Source: an optimization exercise on an open RTL-to-GDS flow (aim: a short achievable clock period and few clock cycles per item). Production flows keep margins and buffers that such runs may drop. Function was checked by simulation only, so behaviour that the tests miss may differ from the original.

## rev 12
==> flow/design.v <==
`timescale 1ns/1ps
package cache_pkg;
  localparam int TAG_WIDTH      = 26;
  localparam int INDEX_WIDTH    = 2;
  localparam int OFFSET_WIDTH   = 4;   
  localparam int WORDS_PER_LINE = 4;
  localparam int NUM_SETS       = 4;
  typedef struct packed {
    logic [TAG_WIDTH-1:0]      tag;
    logic [INDEX_WIDTH-1:0]    index;
    logic [OFFSET_WIDTH-3:0]   word_off;
    logic [1:0]                byte_off;
  } cache_addr_fields_t;
  typedef union packed {
    logic [31:0]        raw;
    cache_addr_fields_t f;
  } cache_addr_u;
  typedef struct packed {
    logic        write;
    cache_addr_u addr;
    logic [31:0] wdata;
  } cpu_req_t;
  typedef struct packed {
    logic        write;
    logic [31:0] addr;    
    logic [31:0] wdata;
  } mem_req_t;
endpackage
`timescale 1ns/1ps
package cache_ctrl_pkg;
  typedef struct packed {
    logic write_en;
    logic set_valid;
    logic set_dirty;
    logic strategy_en;   
    logic offset_sel;    
  } set_ctrl_t;
  typedef enum logic [2:0] {
    IDLE,
    COMPARE,
    WRITEBACK,
    REFILL,
    RESPOND
  } ctrl_state_e;
endpackage
`timescale 1ns/1ps
`timescale 1ns/1ps
`timescale 1ns/1ps
`timescale 1ns/1ps
`timescale 1ns/1ps
`timescale 1ns/1ps
module wb_cache (
  input  logic        clk_i,
  input  logic        rst_n_i,
  input  logic        cpu_req_valid_i,
  input  logic        cpu_req_write_i,
  input  logic [31:0] cpu_req_addr_i,
  input  logic [31:0] cpu_req_wdata_i,
  output logic        busy_o,
  output logic        cpu_ready_o,
  output logic [31:0] cpu_rdata_o,
  output logic        mem_req_o,
  output logic        mem_req_write_o,
  output logic [31:0] mem_req_addr_o,
  output logic [31:0] mem_req_wdata_o,
  input  logic        mem_ack_i,
  input  logic [31:0] mem_rdata_i
);
  logic [3:0][1:0][3:0][31:0] data_q;
  logic [3:0][1:0][25:0]      tag_q;
  logic [3:0][1:0]            valid_q;
  logic [3:0][1:0]            dirty_q;
  logic [3:0]                 lru_q;     
  logic [3:0][1:0][3:0]       pend_sel_q;
  logic [31:0] pend_data_q;
  logic        pend_v_q;
  logic [1:0]  pend_idx_q;
  logic        pend_way_q;
  logic [1:0]  pend_word_q;
  logic        busy_q;              
  logic        wb_q;                
  logic [1:0]  cnt_q;               
  logic [1:0]  idx_q;
  logic [1:0]  word_q;
  logic [25:0] tag_r;
  logic        write_q;
  logic [31:0] wdata_q;
  logic        way_q;
  logic        busy_o_q;
  logic        mem_req_q;
  logic        ready_q;
  logic [31:0] rdata_q;
  logic        mem_write_q;
  logic [31:0] mem_addr_q;
  logic [31:0] mem_wdata_q;
  logic [3:0][31:0] wline_q;       
  logic [25:0] vtag_q;              
  logic [31:0] rword_q;             
  logic [3:0]       set_vway;
  logic [3:0]       set_vdirty;
  logic [3:0][25:0] set_vtag;
  logic [3:0][3:0][31:0] set_vline;
  always_comb begin
    for (int s = 0; s < 4; s++) begin
      if (!valid_q[s][0])      set_vway[s] = 1'b0;
      else if (!valid_q[s][1]) set_vway[s] = 1'b1;
      else                     set_vway[s] = lru_q[s];
      set_vdirty[s] = valid_q[s][set_vway[s]] && dirty_q[s][set_vway[s]];
      set_vtag[s]   = tag_q[s][set_vway[s]];
      for (int k = 0; k < 4; k++) begin
        set_vline[s][k] = pend_sel_q[s][set_vway[s]][k] ? pend_data_q : data_q[s][set_vway[s]][k];
      end
    end
  end
  logic [1:0]  in_idx;
  logic [1:0]  in_word;
  logic [25:0] in_tag;
  logic [3:0][1:0] hitl;           
  logic        hit;
  logic        hitw1;               
  logic [1:0][31:0] way_resp;      
  logic        vway;                
  logic        vdirty;
  logic [25:0] vtag;
  logic [3:0][31:0] victim_line;    
  assign in_idx  = cpu_req_addr_i[5:4];
  assign in_word = cpu_req_addr_i[3:2];
  assign in_tag  = cpu_req_addr_i[31:6];
  always_comb begin
    hit   = 1'b0;
    hitw1 = 1'b0;
    for (int s = 0; s < 4; s++) begin
      for (int w = 0; w < 2; w++) begin
        hitl[s][w] = valid_q[s][w] && in_idx == 2'(s) && tag_q[s][w] == in_tag;
        hit        = hit || hitl[s][w];
      end
      hitw1 = hitw1 || hitl[s][1];
    end
    for (int w = 0; w < 2; w++) begin
      if (cpu_req_write_i) begin
        way_resp[w] = cpu_req_wdata_i;
      end else if (pend_v_q && pend_way_q == 1'(w) && pend_idx_q == in_idx && pend_word_q == in_word) begin
        way_resp[w] = pend_data_q;
      end else begin
        way_resp[w] = data_q[in_idx][w][in_word];
      end
    end
    vway         = set_vway[in_idx];
    vdirty       = set_vdirty[in_idx];
    vtag         = set_vtag[in_idx];
    victim_line  = set_vline[in_idx];
  end
  logic fill_last;
  logic miss_taken;
  assign fill_last  = !wb_q && cnt_q == 2'd3;
  assign miss_taken = cpu_req_valid_i && !hit;
  always_ff @(posedge clk_i or negedge rst_n_i) begin
    if (!rst_n_i) begin
      busy_q    <= 1'b0;
      busy_o_q  <= 1'b0;
      mem_req_q <= 1'b0;
      ready_q   <= 1'b0;
    end else begin
      busy_q    <= busy_q    ? !(mem_ack_i && fill_last) : miss_taken;
      busy_o_q  <= busy_o_q  ? !(mem_ack_i && fill_last) : miss_taken;
      mem_req_q <= mem_req_q ? !(mem_ack_i && fill_last) : miss_taken;
      ready_q   <= busy_q ? (mem_ack_i && fill_last) : (cpu_req_valid_i && hit);
    end
  end
  always_ff @(posedge clk_i) begin
    if (!busy_q) begin
      idx_q       <= in_idx;
      word_q      <= in_word;
      tag_r       <= in_tag;
      vtag_q      <= vtag;
      write_q     <= cpu_req_write_i;
      wdata_q     <= cpu_req_wdata_i;
      way_q       <= vway;
      wb_q        <= vdirty;
      cnt_q       <= 2'd0;
      wline_q     <= victim_line;
      pend_data_q <= cpu_req_wdata_i;
    end else if (mem_ack_i) begin
      cnt_q <= cnt_q + 2'd1;
      if (wb_q && cnt_q == 2'd3) begin
        wb_q <= 1'b0;
      end
      if (!wb_q && cnt_q == word_q) begin
        rword_q <= mem_rdata_i;
      end
      pend_data_q <= (write_q && cnt_q == word_q) ? wdata_q : mem_rdata_i;
    end
  end
  logic       wb_next;
  logic [1:0] cnt_next;
  always_comb begin
    wb_next  = wb_q;
    cnt_next = cnt_q;
    if (mem_ack_i) begin
      cnt_next = cnt_q + 2'd1;
      if (cnt_q == 2'd3) begin
        wb_next = 1'b0;
      end
    end
  end
  always_ff @(posedge clk_i) begin
    if (!busy_q) begin
      mem_write_q <= vdirty;
      mem_addr_q  <= {vdirty ? vtag : in_tag, in_idx, 4'b0000};
      mem_wdata_q <= victim_line[0];
      rdata_q     <= hitw1 ? way_resp[1] : way_resp[0];
    end else begin
      mem_write_q <= wb_next;
      mem_addr_q  <= {wb_next ? vtag_q : tag_r, idx_q, cnt_next, 2'b00};
      mem_wdata_q <= wline_q[cnt_next];
      if (write_q) begin
        rdata_q <= wdata_q;
      end else if (mem_ack_i && !wb_q && cnt_q == word_q) begin
        rdata_q <= mem_rdata_i;
      end else begin
        rdata_q <= rword_q;
      end
    end
  end
  always_ff @(posedge clk_i or negedge rst_n_i) begin
    if (!rst_n_i) begin
      for (int s = 0; s < 4; s++) begin
        for (int w = 0; w < 2; w++) begin
          for (int k = 0; k < 4; k++) begin
            pend_sel_q[s][w][k] <= 1'b0;
          end
        end
      end
    end else begin
      for (int s = 0; s < 4; s++) begin
        for (int w = 0; w < 2; w++) begin
          for (int k = 0; k < 4; k++) begin
            if (!busy_q) begin
              pend_sel_q[s][w][k] <= cpu_req_valid_i && cpu_req_write_i && hitl[s][w] &&
                                     in_word == 2'(k);
            end else begin
              pend_sel_q[s][w][k] <= mem_ack_i && !wb_q && idx_q == 2'(s) && way_q == 1'(w) &&
                                     cnt_q == 2'(k);
            end
          end
        end
      end
    end
  end
  always_ff @(posedge clk_i or negedge rst_n_i) begin
    if (!rst_n_i) begin
      pend_v_q <= 1'b0;
    end else if (!busy_q) begin
      pend_v_q <= cpu_req_valid_i && cpu_req_write_i && hit;
    end else begin
      pend_v_q <= mem_ack_i && !wb_q;
    end
  end
  always_ff @(posedge clk_i) begin
    if (!busy_q) begin
      pend_idx_q  <= in_idx;
      pend_way_q  <= hitw1;
      pend_word_q <= in_word;
    end else begin
      pend_idx_q  <= idx_q;
      pend_way_q  <= way_q;
      pend_word_q <= cnt_q;
    end
  end
  always_ff @(posedge clk_i) begin
    for (int s = 0; s < 4; s++) begin
      for (int w = 0; w < 2; w++) begin
        for (int k = 0; k < 4; k++) begin
          if (pend_sel_q[s][w][k]) begin
            data_q[s][w][k] <= pend_data_q;
          end
        end
        if (busy_q && mem_ack_i && fill_last && idx_q == 2'(s) && way_q == 1'(w)) begin
          tag_q[s][w] <= tag_r;
        end
      end
    end
  end
  always_ff @(posedge clk_i or negedge rst_n_i) begin
    if (!rst_n_i) begin
      for (int s = 0; s < 4; s++) begin
        lru_q[s] <= 1'b0;
        for (int w = 0; w < 2; w++) begin
          valid_q[s][w] <= 1'b0;
          dirty_q[s][w] <= 1'b0;
        end
      end
    end else begin
      for (int s = 0; s < 4; s++) begin
        for (int w = 0; w < 2; w++) begin
          if (!busy_q && cpu_req_valid_i && cpu_req_write_i && hitl[s][w]) begin
            dirty_q[s][w] <= 1'b1;
            lru_q[s]      <= (w == 0);
          end else if (busy_q && mem_ack_i && fill_last && idx_q == 2'(s) && way_q == 1'(w)) begin
            valid_q[s][w] <= 1'b1;
            dirty_q[s][w] <= write_q;
            lru_q[s]      <= (w == 0);
          end
        end
      end
    end
  end
  assign busy_o          = busy_o_q;
  assign cpu_ready_o     = ready_q;
  assign cpu_rdata_o     = rdata_q;
  assign mem_req_o       = mem_req_q;
  assign mem_req_write_o = mem_write_q;
  assign mem_req_addr_o  = mem_addr_q;
  assign mem_req_wdata_o = mem_wdata_q;
endmodule
clock: 8.0 ns
lec_check: 0
abc_clock_period_in_ps: 1000
cap_margin: 20
cell_pad_in_sites_detail_placement: 1
cell_pad_in_sites_global_placement: 1
core_margin: 2
core_utilization: 40
place_density: 0.5
setup_slack_margin: 5
slew_margin: 20
standard.sh (not shown) runs the stock make flow with config.mk's settings and CLKGATE_MAP_FILE= SYNTH_SCRIPT=/design/flow/synth_recipe.tcl, a recipe that flattens the netlist after the stock synthesis.
==> flow/flow/run.sh <==
#!/bin/bash
# The standard layout, with the port buffers made from the plain buffer
# family (which timing repair may resize) instead of the default choice.
set -uo pipefail
bash standard.sh "BUFFER_PORTS_ARGS=-buffer_cell sky130_fd_sc_hd__buf_8" finish > standard.log 2>&1
Testbench counts of rev 12, summed over its fixed seeds: cycles 28,047, accesses 3,200.
diff inputs: rev 12 => rev 13
--- a/flow/design.v
+++ b/flow/design.v
@@ -90,4 +90,6 @@
   logic        mem_req_q;
   logic        ready_q;
+  logic        rhit_q;              
+  logic        rway_q;              
   logic [31:0] rdata_q;
   logic        mem_write_q;
@@ -101,4 +103,26 @@
   logic [3:0][25:0] set_vtag;
   logic [3:0][3:0][31:0] set_vline;
+  logic [3:0] set_quick;           
+  logic [3:0] set_qconst;          
+  logic [3:0] set_qway;            
+  logic [3:0] set_qbit;            
+  logic [3:0] set_qval;            
+  logic [3:0][3:0] set_qtab;       
+  always_comb begin
+    for (int s = 0; s < 4; s++) begin
+      set_qconst[s] = !(valid_q[s][0] && valid_q[s][1]);
+      set_qway[s]   = valid_q[s][1] && !valid_q[s][0];
+      set_qbit[s]   = tag_q[s][0][0] == tag_q[s][1][0];
+      set_qval[s]   = set_qbit[s] ? tag_q[s][1][1] : tag_q[s][1][0];
+      set_quick[s]  = set_qconst[s] || tag_q[s][0][1:0] != tag_q[s][1][1:0];
+      for (int v = 0; v < 4; v++) begin
+        if (set_qconst[s]) begin
+          set_qtab[s][v] = set_qway[s];
+        end else begin
+          set_qtab[s][v] = (set_qbit[s] ? v[1] : v[0]) == set_qval[s];
+        end
+      end
+    end
+  end
   always_comb begin
     for (int s = 0; s < 4; s++) begin
@@ -119,4 +143,6 @@
   logic        hit;
   logic        hitw1;               
+  logic        quick;               
+  logic        qway;                
   logic [1:0][31:0] way_resp;      
   logic        vway;                
@@ -137,8 +163,11 @@
       hitw1 = hitw1 || hitl[s][1];
     end
+    quick = set_quick[in_idx];
+    qway  = set_qtab[in_idx][in_tag[1:0]];
     for (int w = 0; w < 2; w++) begin
       if (cpu_req_write_i) begin
         way_resp[w] = cpu_req_wdata_i;
-      end else if (pend_v_q && pend_way_q == 1'(w) && pend_idx_q == in_idx && pend_word_q == in_word) begin
+      end else if (pend_v_q && pend_way_q == 1'(w) && pend_idx_q == in_idx &&
+                   pend_word_q == in_word) begin
         way_resp[w] = pend_data_q;
       end else begin
@@ -161,9 +190,14 @@
       mem_req_q <= 1'b0;
       ready_q   <= 1'b0;
+      rhit_q    <= 1'b0;
     end else begin
-      busy_q    <= busy_q    ? !(mem_ack_i && fill_last) : miss_taken;
-      busy_o_q  <= busy_o_q  ? !(mem_ack_i && fill_last) : miss_taken;
-      mem_req_q <= mem_req_q ? !(mem_ack_i && fill_last) : miss_taken;
-      ready_q   <= busy_q ? (mem_ack_i && fill_last) : (cpu_req_valid_i && hit);
+      busy_q    <= busy_q    ? !(rhit_q || (mem_ack_i && fill_last)) :
+                               cpu_req_valid_i && !(hit && (cpu_req_write_i || quick));
+      busy_o_q  <= busy_o_q  ? !(rhit_q || (mem_ack_i && fill_last)) :
+                               cpu_req_valid_i && !(hit && (cpu_req_write_i || quick));
+      mem_req_q <= mem_req_q ? !(mem_ack_i && fill_last) : !busy_q && miss_taken;
+      ready_q   <= busy_q ? (rhit_q || (mem_ack_i && fill_last)) :
+                            (cpu_req_valid_i && hit && (cpu_req_write_i || quick));
+      rhit_q    <= !busy_q && cpu_req_valid_i && hit && !cpu_req_write_i && !quick;
     end
   end
@@ -177,4 +211,5 @@
       wdata_q     <= cpu_req_wdata_i;
       way_q       <= vway;
+      rway_q      <= hitw1;
       wb_q        <= vdirty;
       cnt_q       <= 2'd0;
@@ -209,10 +244,12 @@
       mem_addr_q  <= {vdirty ? vtag : in_tag, in_idx, 4'b0000};
       mem_wdata_q <= victim_line[0];
-      rdata_q     <= hitw1 ? way_resp[1] : way_resp[0];
+      rdata_q     <= qway ? way_resp[1] : way_resp[0];
     end else begin
       mem_write_q <= wb_next;
       mem_addr_q  <= {wb_next ? vtag_q : tag_r, idx_q, cnt_next, 2'b00};
       mem_wdata_q <= wline_q[cnt_next];
-      if (write_q) begin
+      if (rhit_q) begin
+        rdata_q <= data_q[idx_q][rway_q][word_q];
+      end else if (write_q) begin
         rdata_q <= wdata_q;
       end else if (mem_ack_i && !wb_q && cnt_q == word_q) begin
Findings:
- Rev 13 vs rev 12 — synthesized area rose 8600 um2.
- Summary of the comparison: worst hold slack is higher in rev 13, relative to rev 12.
- Delta (rev 13 minus rev 12): number of nets in the final layout fell by about 7%, data arrival at the endpoint of the critical path fell by 0.28 ns, via density per instance rose by about 1.6%.
- Compared with rev 12, rev 13 shows non-clock buffer share of cell area higher by 0.48 points.
- Summary of rev 13 over rev 12: largest net degree at the start of global routing higher, routed wire length higher, area overhead of the layout relative to synthesis lower.
- Compared to rev 12, rev 13 has final cycle utilization of the critical path 3.1 points lower.
- Going from rev 12 to rev 13, final RePlAce weighted congestion shrinks by about 11%.
Testbench counts of rev 13, summed over its fixed seeds: cycles 28,155, accesses 3,200.

what the ideal ports hide:
Ports are ideal in the flow. The routed layouts listed here were re-timed in OpenROAD. Step 1: set_driving_cell puts a clkbuf_16 on clk_i and a buf_2 on each other input, an assumption about the parent block. Step 2, shift: input delay + t, output delay - t, t = (earliest + latest rising clock arrival at the registers) / 2. This alone moves slack from input paths to output paths. Three values: ideal ports, drivers, drivers and shift; two values: the first two.
| run | shift t [ns] | slack for setup (ns) | pins driven straight from the clock port |
|---|---|---|---|
| rev 12 | 0.933 | 4.707 / 4.513 / 3.579 | 1 |
| rev 13 | 0.956 | 4.951 / 4.794 / 3.838 | 1 |
After both steps setup and hold are still met in every run listed. For rev 12, which loses most, drivers alone change the setup slack by -0.194 ns; drivers and shift together by -1.128 ns.
